Source: an optimization exercise on an open RTL-to-GDS flow (aim: small area, a short achievable clock period and few clock cycles per item). Production flows keep margins and buffers that such runs may drop. Function was checked by simulation only, so behaviour that the tests miss may differ from the original.

==> design.v <==
package aesTypesPkg;
    localparam int blockBytes = 16;
    localparam int numRounds = 10;
    localparam int keyStoreBytes = 176;
    typedef logic [7:0] aesByte;
    typedef logic [8*blockBytes-1:0] aesBlock;
    typedef logic [3:0] roundIndex;
    typedef logic [7:0] keyAddr;
endpackage
`timescale 1ns/1ps
import aesTypesPkg::*;
module aesDecryptTop (
    input  logic       clock,
    input  logic       arstN,
    input  logic       keyWrite,
    input  logic [7:0] keyAddress,
    input  logic [7:0] keyByte,
    input  logic       inValid,
    input  logic [7:0] inByte,
    output logic       outValid,
    output logic [7:0] outByte,
    output logic       busy
);
    function automatic logic [3:0] gf16Mul(input logic [3:0] a, input logic [3:0] b);
        logic [6:0] p;
        p = '0;
        for (int i = 0; i < 4; i++) if (b[i]) p = p ^ (7'(a) << i);
        gf16Mul = p[3:0] ^ {p[6:4], 1'b0} ^ {1'b0, p[6:4]};
    endfunction
    function automatic logic [3:0] gf16Inv(input logic [3:0] a);
        case (a)
            4'd0: gf16Inv = 4'd0;
            4'd1: gf16Inv = 4'd1;
            4'd2: gf16Inv = 4'd9;
            4'd3: gf16Inv = 4'd14;
            4'd4: gf16Inv = 4'd13;
            4'd5: gf16Inv = 4'd11;
            4'd6: gf16Inv = 4'd7;
            4'd7: gf16Inv = 4'd6;
            4'd8: gf16Inv = 4'd15;
            4'd9: gf16Inv = 4'd2;
            4'd10: gf16Inv = 4'd12;
            4'd11: gf16Inv = 4'd5;
            4'd12: gf16Inv = 4'd10;
            4'd13: gf16Inv = 4'd4;
            4'd14: gf16Inv = 4'd3;
            4'd15: gf16Inv = 4'd8;
            default: gf16Inv = 4'd0;
        endcase
    endfunction
    function automatic logic [3:0] gf16Sq(input logic [3:0] a);
        gf16Sq = gf16Mul(a, a);
    endfunction
    function automatic logic [11:0] sboxFront(input logic [7:0] x);
        logic [7:0] t;
        t[0] = x[1] ^ x[5] ^ x[6] ^ 1;
        t[1] = x[1] ^ x[4] ^ x[7] ^ 1;
        t[2] = x[1] ^ x[4] ^ 1;
        t[3] = x[0] ^ x[1] ^ x[2] ^ x[3] ^ x[5] ^ x[6];
        t[4] = x[0] ^ x[1] ^ x[2] ^ x[4] ^ x[5] ^ x[6] ^ x[7];
        t[5] = x[3] ^ x[4] ^ x[5] ^ x[6];
        t[6] = x[0] ^ x[4] ^ x[5] ^ x[6] ^ 1;
        t[7] = x[1] ^ x[2] ^ x[6] ^ x[7];
        sboxFront = {t[7:4], t[7:4] ^ t[3:0], gf16Inv(gf16Mul(gf16Sq(t[7:4]), 4'd8) ^ gf16Mul(t[3:0], t[7:4] ^ t[3:0]))};
    endfunction
    function automatic logic [7:0] sboxBack(input logic [11:0] f);
        logic [7:0] r;
        r = {gf16Mul(f[11:8], f[3:0]), gf16Mul(f[7:4], f[3:0])};
        sboxBack[0] = r[0] ^ r[7];
        sboxBack[1] = r[4] ^ r[5] ^ r[7];
        sboxBack[2] = r[1];
        sboxBack[3] = r[1] ^ r[6] ^ r[7];
        sboxBack[4] = r[1] ^ r[3] ^ r[6] ^ r[7];
        sboxBack[5] = r[2] ^ r[4] ^ r[6];
        sboxBack[6] = r[1] ^ r[2] ^ r[3] ^ r[7];
        sboxBack[7] = r[2] ^ r[4] ^ r[6] ^ r[7];
    endfunction
    function automatic logic [7:0] gfDouble(input logic [7:0] b);
        gfDouble = {b[6:0], 1'b0} ^ (b[7] ? 8'h1b : 8'h00);
    endfunction
    function automatic logic [31:0] invMixColumn(input logic [31:0] col);
        logic [7:0] a [4];
        logic [7:0] u, v, t;
        logic [31:0] result;
        for (int i = 0; i < 4; i++) a[i] = col[8*i +: 8];
        u = gfDouble(gfDouble(a[0] ^ a[2]));
        v = gfDouble(gfDouble(a[1] ^ a[3]));
        a[0] = a[0] ^ u;
        a[1] = a[1] ^ v;
        a[2] = a[2] ^ u;
        a[3] = a[3] ^ v;
        t = a[0] ^ a[1] ^ a[2] ^ a[3];
        for (int i = 0; i < 4; i++) begin
            result[8*i +: 8] = a[i] ^ t ^ gfDouble(a[i] ^ a[(i+1)%4]);
        end
        invMixColumn = result;
    endfunction
    function automatic logic [127:0] invShiftBlock(input logic [127:0] blk);
        logic [127:0] result;
        for (int r = 0; r < 4; r++) begin
            for (int c = 0; c < 4; c++) begin
                result[8*(r + 4*c) +: 8] = blk[8*(r + 4*((c - r + 4) % 4)) +: 8];
            end
        end
        invShiftBlock = result;
    endfunction
    logic [127:0] keyRow [numRounds + 1];
    logic         wrPending;
    logic         wrCommit;
    logic [7:0]   wrAddr;
    logic [7:0]   wrData;
    logic [127:0] inShift;
    logic [3:0]   inCount;
    logic         blockFull;
    logic [3:0]   gapCount;
    logic [127:0] stage0;
    logic [191:0] stage1;
    logic [127:0] stage2;
    logic         valid0, valid1, valid2;
    logic [3:0]   round0, round1, round2;
    logic [127:0] roundKey;
    logic [127:0] outShift;
    logic [3:0]   outCount;
    logic         outActive;
    logic accept;
    logic keyAccept;
    logic inFlight;
    logic loopBusy;
    logic enterNow;
    logic finish;
    assign accept    = inValid && !busy;
    assign keyAccept = keyWrite && !busy;
    assign inFlight  = valid0 || valid1 || valid2;
    assign loopBusy  = valid2 && (round2 != 4'd0);
    assign enterNow  = blockFull && (gapCount == 4'd0) && !loopBusy;
    assign finish    = valid2 && (round2 == 4'd0);
    logic       blockFullNext;
    logic [3:0] gapCountNext;
    logic       wrPendingNext;
    logic       inFlightNext;
    logic       enterNext;
    always_comb begin
        if (accept && (inCount == 4'(blockBytes - 1))) begin
            blockFullNext = 1'b1;
        end else if (enterNow) begin
            blockFullNext = 1'b0;
        end else begin
            blockFullNext = blockFull;
        end
        if (enterNow) begin
            gapCountNext = 4'(blockBytes - 1);
        end else if (gapCount != 4'd0) begin
            gapCountNext = gapCount - 4'd1;
        end else begin
            gapCountNext = gapCount;
        end
        if (keyAccept) begin
            wrPendingNext = 32'(keyAddress) < keyStoreBytes;
        end else if (!inFlight) begin
            wrPendingNext = 1'b0;
        end else begin
            wrPendingNext = wrPending;
        end
        inFlightNext = enterNow || loopBusy || valid0 || valid1;
        enterNext    = blockFullNext && (gapCountNext == 4'd0) && !(valid1 && (round1 != 4'd0));
    end
    always_ff @(posedge clock or negedge arstN) begin
        if (!arstN) begin
            inCount   <= '0;
            blockFull <= 1'b0;
            gapCount  <= '0;
            wrPending <= 1'b0;
            wrCommit  <= 1'b0;
            busy      <= 1'b0;
        end else begin
            if (accept) begin
                inCount <= inCount + 4'd1;
            end
            blockFull <= blockFullNext;
            gapCount  <= gapCountNext;
            wrPending <= wrPendingNext;
            wrCommit  <= wrPendingNext && !inFlightNext;
            busy      <= (blockFullNext && !enterNext) || (wrPendingNext && inFlightNext);
        end
    end
    always_ff @(posedge clock) begin
        if (keyAccept) begin
            wrAddr <= keyAddress;
            wrData <= keyByte;
        end
        for (int r = 0; r <= numRounds; r++) begin
            for (int b = 0; b < blockBytes; b++) begin
                if (wrCommit && (wrAddr == 8'(r * blockBytes + b))) begin
                    keyRow[r][8*b +: 8] <= wrData;
                end
            end
        end
    end
    logic [127:0] keyRead;
    always_comb begin
        keyRead = '0;
        for (int r = 0; r <= numRounds; r++) begin
            keyRead = keyRead | (keyRow[r] & {128{round0 == 4'(r)}});
        end
    end
    always_ff @(posedge clock) begin
        roundKey <= keyRead;
    end
    always_ff @(posedge clock) begin
        if (accept) begin
            inShift <= {inByte, inShift[127:8]};
        end
    end
    logic [127:0] entryBlock;
    logic [127:0] shifted;
    logic [191:0] front;
    logic [127:0] back;
    logic [127:0] mixed;
    always_comb begin
        for (int i = 0; i < blockBytes; i++) begin
            entryBlock[8*i +: 8] = inShift[8*i +: 8] ^ keyRow[numRounds][8*i +: 8];
        end
        shifted = invShiftBlock(stage0);
        for (int i = 0; i < blockBytes; i++) begin
            front[12*i +: 12] = sboxFront(shifted[8*i +: 8]);
            back[8*i +: 8]    = sboxBack(stage1[12*i +: 12]) ^ roundKey[8*i +: 8];
        end
        for (int c = 0; c < 4; c++) begin
            mixed[32*c +: 32] = invMixColumn(stage2[32*c +: 32]);
        end
    end
    always_ff @(posedge clock or negedge arstN) begin
        if (!arstN) begin
            valid0 <= 1'b0;
            valid1 <= 1'b0;
            valid2 <= 1'b0;
            round0 <= '0;
            round1 <= '0;
            round2 <= '0;
        end else begin
            if (enterNow) begin
                valid0 <= 1'b1;
                round0 <= 4'(numRounds - 1);
            end else begin
                valid0 <= loopBusy;
                round0 <= round2 - 4'd1;
            end
            valid1 <= valid0;
            round1 <= round0;
            valid2 <= valid1;
            round2 <= round1;
        end
    end
    always_ff @(posedge clock) begin
        stage0 <= enterNow ? entryBlock : mixed;
        stage1 <= front;
        stage2 <= back;
    end
    always_ff @(posedge clock or negedge arstN) begin
        if (!arstN) begin
            outActive <= 1'b0;
            outCount  <= '0;
        end else if (finish) begin
            outActive <= 1'b1;
            outCount  <= '0;
        end else if (outActive) begin
            outCount <= outCount + 4'd1;
            if (outCount == 4'(blockBytes - 1)) begin
                outActive <= 1'b0;
            end
        end
    end
    always_ff @(posedge clock) begin
        outShift <= finish ? stage2 : (outShift >> 8);
    end
    assign outValid = outActive;
    assign outByte  = outShift[7:0];
endmodule
==> flow/run.sh <==
#!/bin/bash
# The standard layout, with Yosys's adder extraction turned off: the s-box and column-mix
# logic is all XOR/AND, and pre-mapped half-adder cells would cut ABC's delay optimisation.
set -euo pipefail
bash standard.sh ADDER_MAP_FILE= finish > standard_flow.log 2>&1
==> standard.sh <==
#!/bin/bash
# synth_recipe.tcl (not shown) runs the flow's synth.tcl, then flattens the netlist and writes it again
# the make line also repeats each setting of config.mk as NAME=value (left out here)
make -C /OpenROAD-flow-scripts/flow DESIGN_CONFIG=/design/flow/config.mk WORK_HOME=/design/flow/orfs CLKGATE_MAP_FILE= SYNTH_SCRIPT=/design/flow/synth_recipe.tcl "${@:-finish}"
==> config.mk <==
export PLATFORM = sky130hd
export DESIGN_NAME = aesDecryptTop
export DESIGN_NICKNAME = aesDecryptTop
export VERILOG_FILES = /design/flow/design.v
export SDC_FILE = /design/flow/constraint.sdc
export NUM_CORES = 4
export LEC_CHECK = 0
export CAP_MARGIN = 20
export CORE_MARGIN = 2
export CORE_UTILIZATION = 40
export SETUP_SLACK_MARGIN = 5
export SLEW_MARGIN = 20
==> constraint.sdc <==
create_clock -name core_clock -period 8.0 [get_ports {clock}]
set_input_delay 1.6000 -clock core_clock [delete_from_list [all_inputs] [get_ports {clock}]]
set_output_delay 1.6000 -clock core_clock [all_outputs]
set_load 0.01 [all_outputs]
==> results.toml, run 1 <==
[status]
status = "finished clean"

[route]
drt_pre_antenna_iters = 8
drt_iter0_drc = 7909
wl_per_cell_um = 24.78
wirelength_um = 301900
viasPerCell = 5.549
remaining_drc_errors = 0
drt.antenna.violating_nets = 0
vias = 67592

[critical_path]
worstPathArrival_ns = 3.78
startpoint_type = "register"
crit_required_ns = 8.50
cp-end-kind = "register"
cp_num_buf_inv = 0
worst_path_largest_cell_delay_ns = 0.93
critPathTopFamily = "simple AND/OR/NAND/NOR gates"
cp_slowest_cell = "nor2_1"
crit_top_cell = "nor2_1"
path_cells = "nand2_1, nor2_1, nand3_1, nor2_1"
path_max_fanout = 10
worst-setup-path-type = "register to register"

[cts]
cts_sinks = 2288
clk_pin_slew_ns = 0.06
clock_latency_ns = 0.91
cts-root-buf = "clkbuf_16"
clockBufferDepth = 3
htree_levels = 4
hold_buffers = 0
cts_tree = "yes"
numCtsBuffers = 229

[synthesis]
yosysTopAreaCell = "edfxtp_1"
async_reset_ff_share_pct = 1.399
yosysTopAreaCellShare_pct = 45.00
ys_top_cells_by_area = "edfxtp_1 45%, dfxtp_1 14%, xnor2_1 13%"
ys.flop_type = "edfxtp_1"
yosys_warnings = 6
netlist_area_sq_um = 103600
synth-edff-count = 1552
synth_seq_area_share_pct = 59.38
syn-num-nets = 8616
ys_ff_latch = 2288
synth_cell_types = 100
synth.avg_cell_area_sq_um = 12.06
netlist_instances = 8588

[global_route]
antenna_found_initial = 13
grt_max_degree = 177
grt_pass1_vias = 64843
grt_overflow = 0
globalRouteTotalUtil_pct = 22.23
grt_pass1_wl_um = 438800

[placement]
post-dp-hpwl_um = 193900
place.gp.congestion = 0.8959
port-buffer-count = 37
place_ws_ns = 3.573
dpl.cell_count = 11607
post_dp_cell_area_sq_um = 107100

[floorplanning]
die-area_sq_um = 263000
die_h_um = 512.8
coreArea_sq_um = 257200
io_pins = 38
initial_utilization_pct = 40.27
fp-row-count = 186
die_w_um = 512.8

[sta]
drv_slew = 0
finalSetupTns_ns = 0
fin_crit_ns = 3.279
fmax_ghz = 0.3050
whs_ns = 0.3776
worst_pin_slew_ns = 1.365
rsz0062_at_grt = "true"
fin_ws_ns = 4.721
clock-skew-final_ns = 0.04447
relSlewSlack_pct = 8.647
setup_viol = 0
finalCritPeriodShare_pct = 40.99
hold_viol = 0

[flow_run]
drv_cap = 0

[cells_and_area]
final_util_pct = 46.10
filler_cell_count = 22790
layout_commonest_cell = "edfxtp_1"
nNetsFinal = 8614
layout_common_cells = "1552 x edfxtp_1, 1430 x xnor2_1, 1219 x nand2_1"
stdcell_area_sq_um = 118500
fin_cells = 12182
syn2layout_area_growth_pct = 14.46
layout-drive-gt1-share_pct = 12.53

[hold_path]
hp-class = "register to register"
==> worst register-to-register path: cells and delay by family (launching register included) <==
family        cells  cell delay (ns)
flops             1             0.58
simple gates      4             2.30
==> final cells by class <==
| class | count | area (sq um) | area share (%) |
|---|---|---|---|
| inverters | 70 | 266.5 | 0.2248 |
| clock buffers | 309 | 6336 | 5.345 |
| repair buffers | 229 | 2182 | 1.841 |
| flip-flops and latches | 2288 | 61740 | 52.08 |
| multi-input cells | 5768 | 42370 | 35.74 |
| well taps | 3384 | 4234 | 3.572 |
| clock inverters | 130 | 1405 | 1.185 |
| diodes | 4 | 10.01 | 0.008444 |
==> per-layer routing <==
layer	global-route usage [%]	part of all wire [%]
met5	0	0.023
met4	6.179	2.8
met3	3.634	8.0
met2	35.39	46
met1	31.28	43
==> logic make-up after synthesis <==
group                    share of synthesized area [%]
AO/OA/AOI/OAI                                    9.750
XOR/XNOR                                         18.59
adder cells (fa/ha/maj)                        0.01933
multiplexers                                     1.414
AND/OR/NAND/NOR                                  8.785
buffers and inverters                            2.060
flip-flops                                       59.38
==> worst paths after layout <==
check / to / startpoint / slack (ns) / depth (start not counted)
worst max-delay path: keyRow[8][93] / wrCommit / 4.72 / 4
worst min-delay path: round2[2] / round1[2] / 0.38 / 0
worst max register to register: keyRow[8][93] / wrCommit / 4.72 / 4
worst min register to register: round2[2] / round1[2] / 0.38 / 0
max in group asynchronous: busy / arstN / 6.72 / 1
min in group asynchronous: outCount[1] / arstN / 0.78 / 1
==> flip-flops by register name (all words and copies together), names as in the netlist, 8 cells and up <==
name,flops
stage0,128
wrAddr,8
roundKey,128
wrData,8
stage2,128
stage1,192
keyRow,1408
inShift,128
outShift,128
==> cell usage after synthesis, drive strengths merged, types with 125 or more instances <==
cell	count
a21oi	181
a221oi	183
a222oi	129
a22o	162
a22oi	221
clkbuf	354
dfxtp	704
edfxtp	1552
nand2	1228
nand3	125
nor2	420
o21ai	285
xnor2	1580
xor2	501
==> repair_timing <==
action                                  4_1_cts  5_1_grt
pin swaps                                    33       65
gates resized for setup                     315      263
endpoints found under the setup margin      403      463
gates cloned                                  1        2
setup buffers                                40       87
Testbench counts, summed over its fixed seeds: cycles 4,472, blocks 256.
==> inputs of run 2 (changes only) <==
--- a/design.v
+++ b/design.v
@@ -107,7 +107,8 @@
     logic [127:0] keyRow [numRounds + 1];
     logic         wrPending;
     logic         wrCommit;
-    logic [7:0]   wrAddr;
+    logic [numRounds:0]  wrRow;
+    logic [blockBytes-1:0] wrByte;
     logic [7:0]   wrData;
     logic [127:0] inShift;
     logic [3:0]   inCount;
@@ -118,18 +119,18 @@
     logic [127:0] stage2;
     logic         valid0, valid1, valid2;
     logic [3:0]   round0, round1, round2;
-    logic [127:0] roundKey;
+    logic [numRounds:0] keySel;
     logic [127:0] outShift;
     logic [3:0]   outCount;
-    logic         outActive;
     logic accept;
     logic keyAccept;
     logic inFlight;
     logic loopBusy;
     logic enterNow;
     logic finish;
-    assign accept    = inValid && !busy;
-    assign keyAccept = keyWrite && !busy;
+    logic idle;
+    assign accept    = inValid && idle;
+    assign keyAccept = keyWrite && idle;
     assign inFlight  = valid0 || valid1 || valid2;
     assign loopBusy  = valid2 && (round2 != 4'd0);
     assign enterNow  = blockFull && (gapCount == 4'd0) && !loopBusy;
@@ -172,6 +173,7 @@
             wrPending <= 1'b0;
             wrCommit  <= 1'b0;
             busy      <= 1'b0;
+            idle      <= 1'b1;
         end else begin
             if (accept) begin
                 inCount <= inCount + 4'd1;
@@ -180,46 +182,50 @@
             gapCount  <= gapCountNext;
             wrPending <= wrPendingNext;
             wrCommit  <= wrPendingNext && !inFlightNext;
-            busy      <= (blockFullNext && !enterNext) || (wrPendingNext && inFlightNext);
+            busy      <= (blockFullNext && !enterNext) || wrPendingNext;
+            idle      <= !((blockFullNext && !enterNext) || wrPendingNext);
         end
     end
     always_ff @(posedge clock) begin
         if (keyAccept) begin
-            wrAddr <= keyAddress;
+            for (int r = 0; r <= numRounds; r++) begin
+                wrRow[r] <= keyAddress[7:4] == 4'(r);
+            end
+            for (int b = 0; b < blockBytes; b++) begin
+                wrByte[b] <= keyAddress[3:0] == 4'(b);
+            end
             wrData <= keyByte;
         end
         for (int r = 0; r <= numRounds; r++) begin
             for (int b = 0; b < blockBytes; b++) begin
-                if (wrCommit && (wrAddr == 8'(r * blockBytes + b))) begin
+                if (wrCommit && wrRow[r] && wrByte[b]) begin
                     keyRow[r][8*b +: 8] <= wrData;
                 end
             end
         end
     end
-    logic [127:0] keyRead;
+    always_ff @(posedge clock) begin
+        for (int r = 0; r <= numRounds; r++) begin
+            keySel[r] <= round0 == 4'(r);
+        end
+    end
+    logic [127:0] roundKey;
     always_comb begin
-        keyRead = '0;
+        roundKey = '0;
         for (int r = 0; r <= numRounds; r++) begin
-            keyRead = keyRead | (keyRow[r] & {128{round0 == 4'(r)}});
-        end
-    end
-    always_ff @(posedge clock) begin
-        roundKey <= keyRead;
+            roundKey = roundKey | (keyRow[r] & {128{keySel[r]}});
+        end
     end
     always_ff @(posedge clock) begin
         if (accept) begin
-            inShift <= {inByte, inShift[127:8]};
-        end
-    end
-    logic [127:0] entryBlock;
+            inShift <= {inByte ^ keyRow[numRounds][8*inCount +: 8], inShift[127:8]};
+        end
+    end
     logic [127:0] shifted;
     logic [191:0] front;
     logic [127:0] back;
     logic [127:0] mixed;
     always_comb begin
-        for (int i = 0; i < blockBytes; i++) begin
-            entryBlock[8*i +: 8] = inShift[8*i +: 8] ^ keyRow[numRounds][8*i +: 8];
-        end
         shifted = invShiftBlock(stage0);
         for (int i = 0; i < blockBytes; i++) begin
             front[12*i +: 12] = sboxFront(shifted[8*i +: 8]);
@@ -252,27 +258,32 @@
         end
     end
     always_ff @(posedge clock) begin
-        stage0 <= enterNow ? entryBlock : mixed;
+        stage0 <= enterNow ? inShift : mixed;
         stage1 <= front;
         stage2 <= back;
     end
+    logic outIdle;
+    logic outLast;
+    assign outLast = !outIdle && (outCount == 4'(blockBytes - 1));
     always_ff @(posedge clock or negedge arstN) begin
         if (!arstN) begin
-            outActive <= 1'b0;
-            outCount  <= '0;
+            outValid <= 1'b0;
+            outIdle  <= 1'b1;
+            outCount <= '0;
         end else if (finish) begin
-            outActive <= 1'b1;
-            outCount  <= '0;
-        end else if (outActive) begin
+            outValid <= 1'b1;
+            outIdle  <= 1'b0;
+            outCount <= '0;
+        end else if (!outIdle) begin
             outCount <= outCount + 4'd1;
-            if (outCount == 4'(blockBytes - 1)) begin
-                outActive <= 1'b0;
+            if (outLast) begin
+                outValid <= 1'b0;
+                outIdle  <= 1'b1;
             end
         end
     end
     always_ff @(posedge clock) begin
         outShift <= finish ? stage2 : (outShift >> 8);
     end
-    assign outValid = outActive;
     assign outByte  = outShift[7:0];
 endmodule
==> results.toml, run 2 <==
[cts]
clockBufferDepth = 3
numCtsBuffers = 225
cts-root-buf = "clkbuf_16"
cts_sinks = 2192
htree_levels = 4
clock_latency_ns = 0.90
clk_pin_slew_ns = 0.06
cts_tree = "yes"

[global_route]
grt_max_degree = 177
grt_use_met3_pct = 3.368
grt_pass1_vias = 65435
grt_overflow = 0
met1_usage_pct = 31.40
top_usage_layer = "met2"
globalRouteTotalUtil_pct = 22.07
grtUsageMet2_pct = 35.12
antenna_found_initial = 10
grt_pass1_wl_um = 440500

[route]
drt_pre_antenna_iters = 7
remaining_drc_errors = 0
viasPerCell = 5.688
vias = 69280
drt_iter0_drc = 8101
wl_per_cell_um = 24.82
wirelength_um = 302400
drt.antenna.violating_nets = 0

[synthesis]
yosysTopAreaCell = "edfxtp_1"
synth_cell_types = 97
ys_ff_latch = 2192
yosysMostFrequentCell = "edfxtp_1"
yosysTopAreaCellShare_pct = 45.31
netlist_instances = 8626
syn-num-nets = 8654
yosys_warnings = 6
synth_seq_area_share_pct = 57.42
ys.flop_type = "edfxtp_1"
synth.avg_cell_area_sq_um = 12.07
netlist_area_sq_um = 104100
synthTopCellsByCount = "1571 x edfxtp_1, 1343 x xnor2_1, 1092 x nand2_1"
async_reset_ff_share_pct = 1.551
ys_top_cells_by_area = "edfxtp_1 45%, xnor2_1 11%, dfxtp_1 11%"
synth-edff-count = 1571

[flow_run]
drv_cap = 0

[sta]
relSlewSlack_pct = 23.67
drv_slew = 0
rsz0062_at_grt = "true"
hold_viol = 0
fmax_ghz = 0.3266
setup_viol = 0
whs_ns = 0.3706
finalSetupTns_ns = 0
fin_crit_ns = 3.062
finalCritPeriodShare_pct = 38.28
worst_pin_slew_ns = 1.145
clock-skew-final_ns = 0.06563

[critical_path]
path_max_fanout = 6
cp-end-kind = "register"
r2r_slack_ns = 4.94
worst-setup-path-type = "register to register"
crit_required_ns = 8.74
worstPathArrival_ns = 3.81
startpoint_type = "register"

[cells_and_area]
layout-drive-gt1-share_pct = 13.53
layout_commonest_cell = "edfxtp_1"
syn2layout_area_growth_pct = 13.86
largest_reg_flops = 1408
layout_common_cells = "1571 x edfxtp_1, 1246 x xnor2_1, 1091 x nand2_1"
nNetsFinal = 8594
filler_cell_count = 23044
largest_register = "keyRow"
fin_cells = 12181
stdcell_area_sq_um = 118600
reg_top3 = "keyRow x1408, stage1 x192"

[status]
status = "finished clean"

[placement]
port-buffer-count = 37
post-dp-hpwl_um = 199500
dpl.cell_count = 11586
post_dp_cell_area_sq_um = 107200
place.gp.congestion = 0.9001

[floorplanning]
die-area_sq_um = 264400
die_w_um = 514.2
initial_utilization_pct = 40.16
die_h_um = 514.2
fp-row-count = 187
coreArea_sq_um = 259200
io_pins = 38

[hold_path]
hp-class = "register to register"
==> run 2: metal layers <==
metal	vias to the layer above	part of all wire, %
met5	-	0.0043
li1	31291	-
met3	377	7.7
met1	34787	43
met2	2823	47
met4	2	2.4
==> run 2: path summary, 6_finish.rpt <==
kind / start / endpoint / cells past startpoint
max reg2reg: stage0[56] / stage1[39] / 11
max: stage0[56] / stage1[39] / 11
max in group asynchronous: arstN / wrCommit / 1
min: outShift[80] / outShift[72] / 2
min reg2reg: outShift[80] / outShift[72] / 2
min in group asynchronous: arstN / inCount[1] / 1
==> run 2: kinds of logic after synthesis <==
logic type                 after synthesis  share of synthesized area, %
xor gates and xnor gates              1961                         17.61
AOI/OAI and AO/OA                     1508                         10.94
muxes                                  167                         2.145
adders and majority gates                5                       0.04807
and+or+nand+nor                       2155                         9.391
DFF                                   2192                         57.42
buffers and inverters                  638                         2.451
==> run 2: timing repair <==
| action | CTS | global route |
|---|---|---|
| setup buffers | 38 | 111 |
| resized for setup | 300 | 294 |
| endpoints found under the setup margin | 251 | 216 |
| pin swaps | 32 | 70 |
| cloned | 1 | 4 |
| hold buffers | 0 | 0 |
==> run 2: layout make-up <==
class	instances	area, sq um	area share (%)
Timing Repair Buffer	251	2112	1.782
Timing Repair inverter	1	7.507	0.006332
Tap cell	3402	4257	3.591
Antenna cell	14	35.03	0.02955
Multi-Input combinational cell	5800	44030	37.14
Inverter	95	387.9	0.3272
Clock inverter	136	1549	1.307
Clock buffer	290	6041	5.096
Sequential cell	2192	60130	50.72
==> run 2: critical path: stages (launching register included) <==
cell and delay, ns:
dfxtp_4 0.38, xnor2_4 0.25, xor2_4 0.23, clkinvlp_4 0.20, buf_4 0.17, nand3_1 0.08, a21oi_1 0.10, o41ai_4 0.49
a31oi_2 0.19, or2_2 0.36, a2111oi_2 0.40, a211oi_1 0.09
==> run 2: per-stage QoR <==
step / setup WS [ns] / util, %
2_1_floorplan: 5.017 / -
3_3_place_gp: 3.762 / 41.36
3_5_place_dp: 3.677 / 41.36
4_1_cts: 4.775 / 44.80
5_1_grt: 4.878 / 45.72
6_report: 4.938 / 45.73
Testbench counts of run 2, summed over its fixed seeds: cycles 4,472, blocks 256.
==> inputs of run 3 (changes only) <==
--- a/design.v
+++ b/design.v
@@ -51,7 +51,7 @@
     function automatic logic [3:0] gf16Sq(input logic [3:0] a);
         gf16Sq = gf16Mul(a, a);
     endfunction
-    function automatic logic [11:0] sboxFront(input logic [7:0] x);
+    function automatic logic [7:0] towerIn(input logic [7:0] x);
         logic [7:0] t;
         t[0] = x[1] ^ x[5] ^ x[6] ^ 1;
         t[1] = x[1] ^ x[4] ^ x[7] ^ 1;
@@ -61,6 +61,9 @@
         t[5] = x[3] ^ x[4] ^ x[5] ^ x[6];
         t[6] = x[0] ^ x[4] ^ x[5] ^ x[6] ^ 1;
         t[7] = x[1] ^ x[2] ^ x[6] ^ x[7];
+        towerIn = t;
+    endfunction
+    function automatic logic [11:0] sboxFront(input logic [7:0] t);
         sboxFront = {t[7:4], t[7:4] ^ t[3:0], gf16Inv(gf16Mul(gf16Sq(t[7:4]), 4'd8) ^ gf16Mul(t[3:0], t[7:4] ^ t[3:0]))};
     endfunction
     function automatic logic [7:0] sboxBack(input logic [11:0] f);
@@ -75,25 +78,39 @@
         sboxBack[6] = r[1] ^ r[2] ^ r[3] ^ r[7];
         sboxBack[7] = r[2] ^ r[4] ^ r[6] ^ r[7];
     endfunction
-    function automatic logic [7:0] gfDouble(input logic [7:0] b);
-        gfDouble = {b[6:0], 1'b0} ^ (b[7] ? 8'h1b : 8'h00);
-    endfunction
-    function automatic logic [31:0] invMixColumn(input logic [31:0] col);
-        logic [7:0] a [4];
-        logic [7:0] u, v, t;
-        logic [31:0] result;
-        for (int i = 0; i < 4; i++) a[i] = col[8*i +: 8];
-        u = gfDouble(gfDouble(a[0] ^ a[2]));
-        v = gfDouble(gfDouble(a[1] ^ a[3]));
-        a[0] = a[0] ^ u;
-        a[1] = a[1] ^ v;
-        a[2] = a[2] ^ u;
-        a[3] = a[3] ^ v;
-        t = a[0] ^ a[1] ^ a[2] ^ a[3];
-        for (int i = 0; i < 4; i++) begin
-            result[8*i +: 8] = a[i] ^ t ^ gfDouble(a[i] ^ a[(i+1)%4]);
-        end
-        invMixColumn = result;
+    function automatic logic [31:0] invMixTower(input logic [31:0] c);
+        invMixTower[0] = ~(c[0] ^ c[2] ^ c[6] ^ c[7] ^ c[8] ^ c[9] ^ c[10] ^ c[11] ^ c[12] ^ c[13] ^ c[14] ^ c[15] ^ c[17] ^ c[18] ^ c[20] ^ c[25] ^ c[26] ^ c[27] ^ c[30]);
+        invMixTower[1] = ~(c[0] ^ c[1] ^ c[2] ^ c[3] ^ c[4] ^ c[5] ^ c[6] ^ c[8] ^ c[11] ^ c[14] ^ c[15] ^ c[18] ^ c[21] ^ c[23] ^ c[31]);
+        invMixTower[2] = ~(c[0] ^ c[1] ^ c[2] ^ c[3] ^ c[8] ^ c[11] ^ c[12] ^ c[18] ^ c[20] ^ c[28]);
+        invMixTower[3] = c[0] ^ c[8] ^ c[10] ^ c[12] ^ c[13] ^ c[15] ^ c[16] ^ c[19] ^ c[20] ^ c[22] ^ c[23] ^ c[25];
+        invMixTower[4] = c[3] ^ c[4] ^ c[5] ^ c[9] ^ c[12] ^ c[13] ^ c[15] ^ c[18] ^ c[20] ^ c[21] ^ c[24] ^ c[27] ^ c[30];
+        invMixTower[5] = c[0] ^ c[2] ^ c[3] ^ c[5] ^ c[7] ^ c[8] ^ c[9] ^ c[11] ^ c[14] ^ c[15] ^ c[16] ^ c[19] ^ c[21] ^ c[22] ^ c[23] ^ c[24] ^ c[25] ^ c[26] ^ c[28] ^ c[29] ^ c[30] ^ c[31];
+        invMixTower[6] = ~(c[1] ^ c[3] ^ c[5] ^ c[8] ^ c[9] ^ c[10] ^ c[14] ^ c[16] ^ c[17] ^ c[21] ^ c[22] ^ c[24] ^ c[25] ^ c[26] ^ c[27] ^ c[28] ^ c[29] ^ c[30]);
+        invMixTower[7] = c[1] ^ c[3] ^ c[5] ^ c[7] ^ c[8] ^ c[10] ^ c[11] ^ c[12] ^ c[16] ^ c[17] ^ c[18] ^ c[19] ^ c[23] ^ c[25] ^ c[26] ^ c[27] ^ c[28] ^ c[29] ^ c[30] ^ c[31];
+        invMixTower[8] = ~(c[1] ^ c[2] ^ c[3] ^ c[6] ^ c[8] ^ c[10] ^ c[14] ^ c[15] ^ c[16] ^ c[17] ^ c[18] ^ c[19] ^ c[20] ^ c[21] ^ c[22] ^ c[23] ^ c[25] ^ c[26] ^ c[28]);
+        invMixTower[9] = ~(c[7] ^ c[8] ^ c[9] ^ c[10] ^ c[11] ^ c[12] ^ c[13] ^ c[14] ^ c[16] ^ c[19] ^ c[22] ^ c[23] ^ c[26] ^ c[29] ^ c[31]);
+        invMixTower[10] = ~(c[4] ^ c[8] ^ c[9] ^ c[10] ^ c[11] ^ c[16] ^ c[19] ^ c[20] ^ c[26] ^ c[28]);
+        invMixTower[11] = c[1] ^ c[8] ^ c[16] ^ c[18] ^ c[20] ^ c[21] ^ c[23] ^ c[24] ^ c[27] ^ c[28] ^ c[30] ^ c[31];
+        invMixTower[12] = c[0] ^ c[3] ^ c[6] ^ c[11] ^ c[12] ^ c[13] ^ c[17] ^ c[20] ^ c[21] ^ c[23] ^ c[26] ^ c[28] ^ c[29];
+        invMixTower[13] = c[0] ^ c[1] ^ c[2] ^ c[4] ^ c[5] ^ c[6] ^ c[7] ^ c[8] ^ c[10] ^ c[11] ^ c[13] ^ c[15] ^ c[16] ^ c[17] ^ c[19] ^ c[22] ^ c[23] ^ c[24] ^ c[27] ^ c[29] ^ c[30] ^ c[31];
+        invMixTower[14] = ~(c[0] ^ c[1] ^ c[2] ^ c[3] ^ c[4] ^ c[5] ^ c[6] ^ c[9] ^ c[11] ^ c[13] ^ c[16] ^ c[17] ^ c[18] ^ c[22] ^ c[24] ^ c[25] ^ c[29] ^ c[30]);
+        invMixTower[15] = c[1] ^ c[2] ^ c[3] ^ c[4] ^ c[5] ^ c[6] ^ c[7] ^ c[9] ^ c[11] ^ c[13] ^ c[15] ^ c[16] ^ c[18] ^ c[19] ^ c[20] ^ c[24] ^ c[25] ^ c[26] ^ c[27] ^ c[31];
+        invMixTower[16] = ~(c[1] ^ c[2] ^ c[4] ^ c[9] ^ c[10] ^ c[11] ^ c[14] ^ c[16] ^ c[18] ^ c[22] ^ c[23] ^ c[24] ^ c[25] ^ c[26] ^ c[27] ^ c[28] ^ c[29] ^ c[30] ^ c[31]);
+        invMixTower[17] = ~(c[2] ^ c[5] ^ c[7] ^ c[15] ^ c[16] ^ c[17] ^ c[18] ^ c[19] ^ c[20] ^ c[21] ^ c[22] ^ c[24] ^ c[27] ^ c[30] ^ c[31]);
+        invMixTower[18] = ~(c[2] ^ c[4] ^ c[12] ^ c[16] ^ c[17] ^ c[18] ^ c[19] ^ c[24] ^ c[27] ^ c[28]);
+        invMixTower[19] = c[0] ^ c[3] ^ c[4] ^ c[6] ^ c[7] ^ c[9] ^ c[16] ^ c[24] ^ c[26] ^ c[28] ^ c[29] ^ c[31];
+        invMixTower[20] = c[2] ^ c[4] ^ c[5] ^ c[8] ^ c[11] ^ c[14] ^ c[19] ^ c[20] ^ c[21] ^ c[25] ^ c[28] ^ c[29] ^ c[31];
+        invMixTower[21] = c[0] ^ c[3] ^ c[5] ^ c[6] ^ c[7] ^ c[8] ^ c[9] ^ c[10] ^ c[12] ^ c[13] ^ c[14] ^ c[15] ^ c[16] ^ c[18] ^ c[19] ^ c[21] ^ c[23] ^ c[24] ^ c[25] ^ c[27] ^ c[30] ^ c[31];
+        invMixTower[22] = ~(c[0] ^ c[1] ^ c[5] ^ c[6] ^ c[8] ^ c[9] ^ c[10] ^ c[11] ^ c[12] ^ c[13] ^ c[14] ^ c[17] ^ c[19] ^ c[21] ^ c[24] ^ c[25] ^ c[26] ^ c[30]);
+        invMixTower[23] = c[0] ^ c[1] ^ c[2] ^ c[3] ^ c[7] ^ c[9] ^ c[10] ^ c[11] ^ c[12] ^ c[13] ^ c[14] ^ c[15] ^ c[17] ^ c[19] ^ c[21] ^ c[23] ^ c[24] ^ c[26] ^ c[27] ^ c[28];
+        invMixTower[24] = ~(c[0] ^ c[1] ^ c[2] ^ c[3] ^ c[4] ^ c[5] ^ c[6] ^ c[7] ^ c[9] ^ c[10] ^ c[12] ^ c[17] ^ c[18] ^ c[19] ^ c[22] ^ c[24] ^ c[26] ^ c[30] ^ c[31]);
+        invMixTower[25] = ~(c[0] ^ c[3] ^ c[6] ^ c[7] ^ c[10] ^ c[13] ^ c[15] ^ c[23] ^ c[24] ^ c[25] ^ c[26] ^ c[27] ^ c[28] ^ c[29] ^ c[30]);
+        invMixTower[26] = ~(c[0] ^ c[3] ^ c[4] ^ c[10] ^ c[12] ^ c[20] ^ c[24] ^ c[25] ^ c[26] ^ c[27]);
+        invMixTower[27] = c[0] ^ c[2] ^ c[4] ^ c[5] ^ c[7] ^ c[8] ^ c[11] ^ c[12] ^ c[14] ^ c[15] ^ c[17] ^ c[24];
+        invMixTower[28] = c[1] ^ c[4] ^ c[5] ^ c[7] ^ c[10] ^ c[12] ^ c[13] ^ c[16] ^ c[19] ^ c[22] ^ c[27] ^ c[28] ^ c[29];
+        invMixTower[29] = c[0] ^ c[1] ^ c[3] ^ c[6] ^ c[7] ^ c[8] ^ c[11] ^ c[13] ^ c[14] ^ c[15] ^ c[16] ^ c[17] ^ c[18] ^ c[20] ^ c[21] ^ c[22] ^ c[23] ^ c[24] ^ c[26] ^ c[27] ^ c[29] ^ c[31];
+        invMixTower[30] = ~(c[0] ^ c[1] ^ c[2] ^ c[6] ^ c[8] ^ c[9] ^ c[13] ^ c[14] ^ c[16] ^ c[17] ^ c[18] ^ c[19] ^ c[20] ^ c[21] ^ c[22] ^ c[25] ^ c[27] ^ c[29]);
+        invMixTower[31] = c[0] ^ c[2] ^ c[3] ^ c[4] ^ c[8] ^ c[9] ^ c[10] ^ c[11] ^ c[15] ^ c[17] ^ c[18] ^ c[19] ^ c[20] ^ c[21] ^ c[22] ^ c[23] ^ c[25] ^ c[27] ^ c[29] ^ c[31];
     endfunction
     function automatic logic [127:0] invShiftBlock(input logic [127:0] blk);
         logic [127:0] result;
@@ -218,13 +235,13 @@
     end
     always_ff @(posedge clock) begin
         if (accept) begin
-            inShift <= {inByte ^ keyRow[numRounds][8*inCount +: 8], inShift[127:8]};
+            inShift <= {towerIn(inByte ^ keyRow[numRounds][8*inCount +: 8]), inShift[127:8]};
         end
     end
     logic [127:0] shifted;
     logic [191:0] front;
     logic [127:0] back;
-    logic [127:0] mixed;
+    logic [127:0] nextState;
     always_comb begin
         shifted = invShiftBlock(stage0);
         for (int i = 0; i < blockBytes; i++) begin
@@ -232,7 +249,7 @@
             back[8*i +: 8]    = sboxBack(stage1[12*i +: 12]) ^ roundKey[8*i +: 8];
         end
         for (int c = 0; c < 4; c++) begin
-            mixed[32*c +: 32] = invMixColumn(stage2[32*c +: 32]);
+            nextState[32*c +: 32] = invMixTower(stage2[32*c +: 32]);
         end
     end
     always_ff @(posedge clock or negedge arstN) begin
@@ -258,7 +275,7 @@
         end
     end
     always_ff @(posedge clock) begin
-        stage0 <= enterNow ? inShift : mixed;
+        stage0 <= enterNow ? inShift : nextState;
         stage1 <= front;
         stage2 <= back;
     end
--- a/config.mk
+++ b/config.mk
@@ -8,5 +8,7 @@
 export CAP_MARGIN = 20
 export CORE_MARGIN = 2
 export CORE_UTILIZATION = 40
+export CTS_CLUSTER_DIAMETER = 100
+export CTS_CLUSTER_SIZE = 20
 export SETUP_SLACK_MARGIN = 5
 export SLEW_MARGIN = 20
==> results.toml, run 3 <==
[status]
status = "finished clean"

[synthesis]
synth_seq_area_share_pct = 60.87
yosysTopAreaCell = "edfxtp_1"
netlist_area_sq_um = 98210
netlist_instances = 7821
async_reset_ff_share_pct = 1.551
synth-edff-count = 1571
yosys_warnings = 2
synth.avg_cell_area_sq_um = 12.56
synthTopCellsByCount = "1571 x edfxtp_1, 1475 x xnor2_1, 1103 x nand2_1"
synth_cell_types = 78
syn-num-nets = 7849
yosysMostFrequentCell = "edfxtp_1"
ys_top_cells_by_area = "edfxtp_1 48%, xnor2_1 13%, dfxtp_1 12%"
ys.flop_type = "edfxtp_1"
ys_ff_latch = 2192
yosysTopAreaCellShare_pct = 48.04

[critical_path]
worst_path_largest_cell_delay_ns = 0.45
cp_slowest_cell = "dfrtp_2"
crit_required_ns = 6.40
critPathTopFamily = "flip-flops"
cp-end-kind = "output port"
cp_num_buf_inv = 1
worstPathArrival_ns = 1.38
path_max_fanout = 1
startpoint_type = "register"
worst-setup-path-type = "register to output port"
path_cells = "buf_6"

[global_route]
antenna_found_initial = 13
globalRouteTotalUtil_pct = 22.32
grt_pass1_vias = 57792
grt_pass1_wl_um = 411800
grt_max_degree = 177
grt_overflow = 0

[cts]
cts_tree = "yes"
clockBufferDepth = 3
htree_levels = 4
cts_sinks = 2192
clock_latency_ns = 0.82
clk_pin_slew_ns = 0.08
numCtsBuffers = 131
cts-root-buf = "clkbuf_16"

[placement]
port-buffer-count = 37
place.gp.congestion = 0.9283
post-dp-hpwl_um = 190300

[cells_and_area]
largest_reg_flops = 1408
layout_commonest_cell = "edfxtp_1"
layout-drive-gt1-share_pct = 4.918
filler_cell_count = 22184
layout_common_cells = "1571 x edfxtp_1, 1472 x xnor2_1, 1102 x nand2_1"
nNetsFinal = 7559
largest_register = "keyRow"
reg_top3 = "keyRow x1408, stage1 x192"
syn2layout_area_growth_pct = 7.224

[sta]
finalCritPeriodShare_pct = 37.30
hold_viol = 0
setup_viol = 0
finalSetupTns_ns = 0
fmax_ghz = 0.3351
whs_ns = 0.3836
clock-skew-final_ns = 0.04400
drv_slew = 0
rsz0062_at_grt = "true"
worst_pin_slew_ns = 1.117
relSlewSlack_pct = 25.54
fin_crit_ns = 2.984

[route]
remaining_drc_errors = 0
drt_iter0_drc = 7740
viasPerCell = 5.603
wirelength_um = 285900
drt_pre_antenna_iters = 9
vias = 60570
drt.antenna.violating_nets = 0
wl_per_cell_um = 26.44

[floorplanning]
io_pins = 38
die_w_um = 499.5
die-area_sq_um = 249500
fp-row-count = 181
initial_utilization_pct = 40.30
die_h_um = 499.5
coreArea_sq_um = 243700

[flow_run]
drv_cap = 0

[hold_path]
hp-class = "register to register"
==> run 3: cell types whose count changed in the layout (fill, tap and decap cells not counted), sizes merged, moves of 40 or more <==
cell	previous run	this run
clkinv	92	14
xnor2	1363	1480
buf	223	82
clkbuf	292	187
o21ai	209	129
nor2	274	189
inv	95	34
nand3	219	145
nor3	93	33
o211ai	55	9
a21oi	252	119
xnor3	47	7
==> run 3: metal layers <==
| layer | routed length [um] | track usage (%) | vias to the layer above |
|---|---|---|---|
| li1 | - | - | 27143 |
| met1 | 123700 | 31.80 | 30547 |
| met2 | 131600 | 35.41 | 2474 |
| met3 | 22850 | 3.598 | 394 |
| met4 | 7591 | 5.698 | 12 |
| met5 | 91 | 0 | - |
==> run 3: kinds of logic (layout without fill, tap and decap cells) <==
logic type      count (synthesis)  after routing  synth area share (%)
xor+xnor                     2023           2023                 18.22
fa+ha+maj                       2              2               0.02039
other cells                     0              4                     0
simple gates                 1885           1888                 8.618
mux                           128            128                 1.780
flops                        2192           2192                 60.87
buf+inv                       565            346                 2.274
compound gates               1026           1026                 8.219
==> run 3: final cells by class <==
type                    count  area [sq um]  share of cell area (%)
well taps                3202          4006                   3.805
flip-flops and latches   2192         59840                   56.83
repair buffers            111          1104                   1.048
diodes                      4         10.01                0.009506
clock inverters            22         371.6                  0.3529
clock buffers             185          3545                   3.366
multi-input cells        5067         36310                   34.49
inverters                  28         105.1                 0.09981
==> run 3: final timing paths <==
path / startpoint / endpoint / slack, ns / depth (start not counted)
max in group asynchronous: arstN / wrCommit / 6.57 / 2
max: busy / busy / 5.02 / 1
min in group asynchronous: arstN / outCount[3] / 0.89 / 2
min: round1[2] / round2[2] / 0.38 / 0
min reg2reg: round1[2] / round2[2] / 0.38 / 0
max reg2reg: keySel[4] / stage2[120] / 5.03 / 7
==> run 3: per-stage QoR <==
step / cell area (sq um) / worst slack [ns] / instances / util (%)
3_3_place_gp: 101100 / 3.902 / 10580 / 41.48
3_5_place_dp: 101100 / 3.821 / 10580 / 41.48
2_1_floorplan: 98230 / 4.841 / 7821 / -
4_1_cts: 105100 / 4.915 / 10795 / 43.13
5_1_grt: 105300 / 4.958 / 10807 / 43.21
6_report: 105300 / 5.016 / 10811 / 43.21
==> run 3: repair_timing <==
item                                    CTS  global route
pin swaps                                 4             8
gates cloned                              4             1
buffers inserted                          4            10
endpoints found under the setup margin  194           116
gates resized for setup                  62            23
hold buffers                              0             0
Testbench counts of run 3, summed over its fixed seeds: cycles 4,472, blocks 256.

-- port drivers added, routing unchanged --
How much do the figures lean on ideal ports? The routed layouts below were timed once more, with nothing changed but the port constraints. Step 1 (the two cells are an assumption about what drives the block):
set clk [get_ports {clock}]
set_driving_cell -lib_cell sky130_fd_sc_hd__clkbuf_16 $clk
set_driving_cell -lib_cell sky130_fd_sc_hd__buf_2 [delete_from_list [all_inputs] $clk]
Step 2, shift: input delay + t, output delay - t, t = (earliest + latest rising clock arrival at the registers) / 2. This alone moves slack from input paths to output paths. Slacks: ideal ports / drivers / drivers and shift; pairs: ideal ports / drivers.
run | t (ns) | slack for setup (ns) | worst data-port slew with drivers (ns) | cell pins on the clock port's net
run 1 | 0.970 | 4.721 / 4.721 / 4.463 | 0.09 | 1
run 2 | 0.962 | 4.938 / 4.854 / 4.184 | 0.03 | 1
run 3 | 0.887 | 5.016 / 4.925 / 4.346 | 0.12 | 1
After both steps every run listed still meets setup and hold. The setup slack of run 2, which loses most, moves by -0.084 ns with the drivers and by -0.754 ns with both steps.
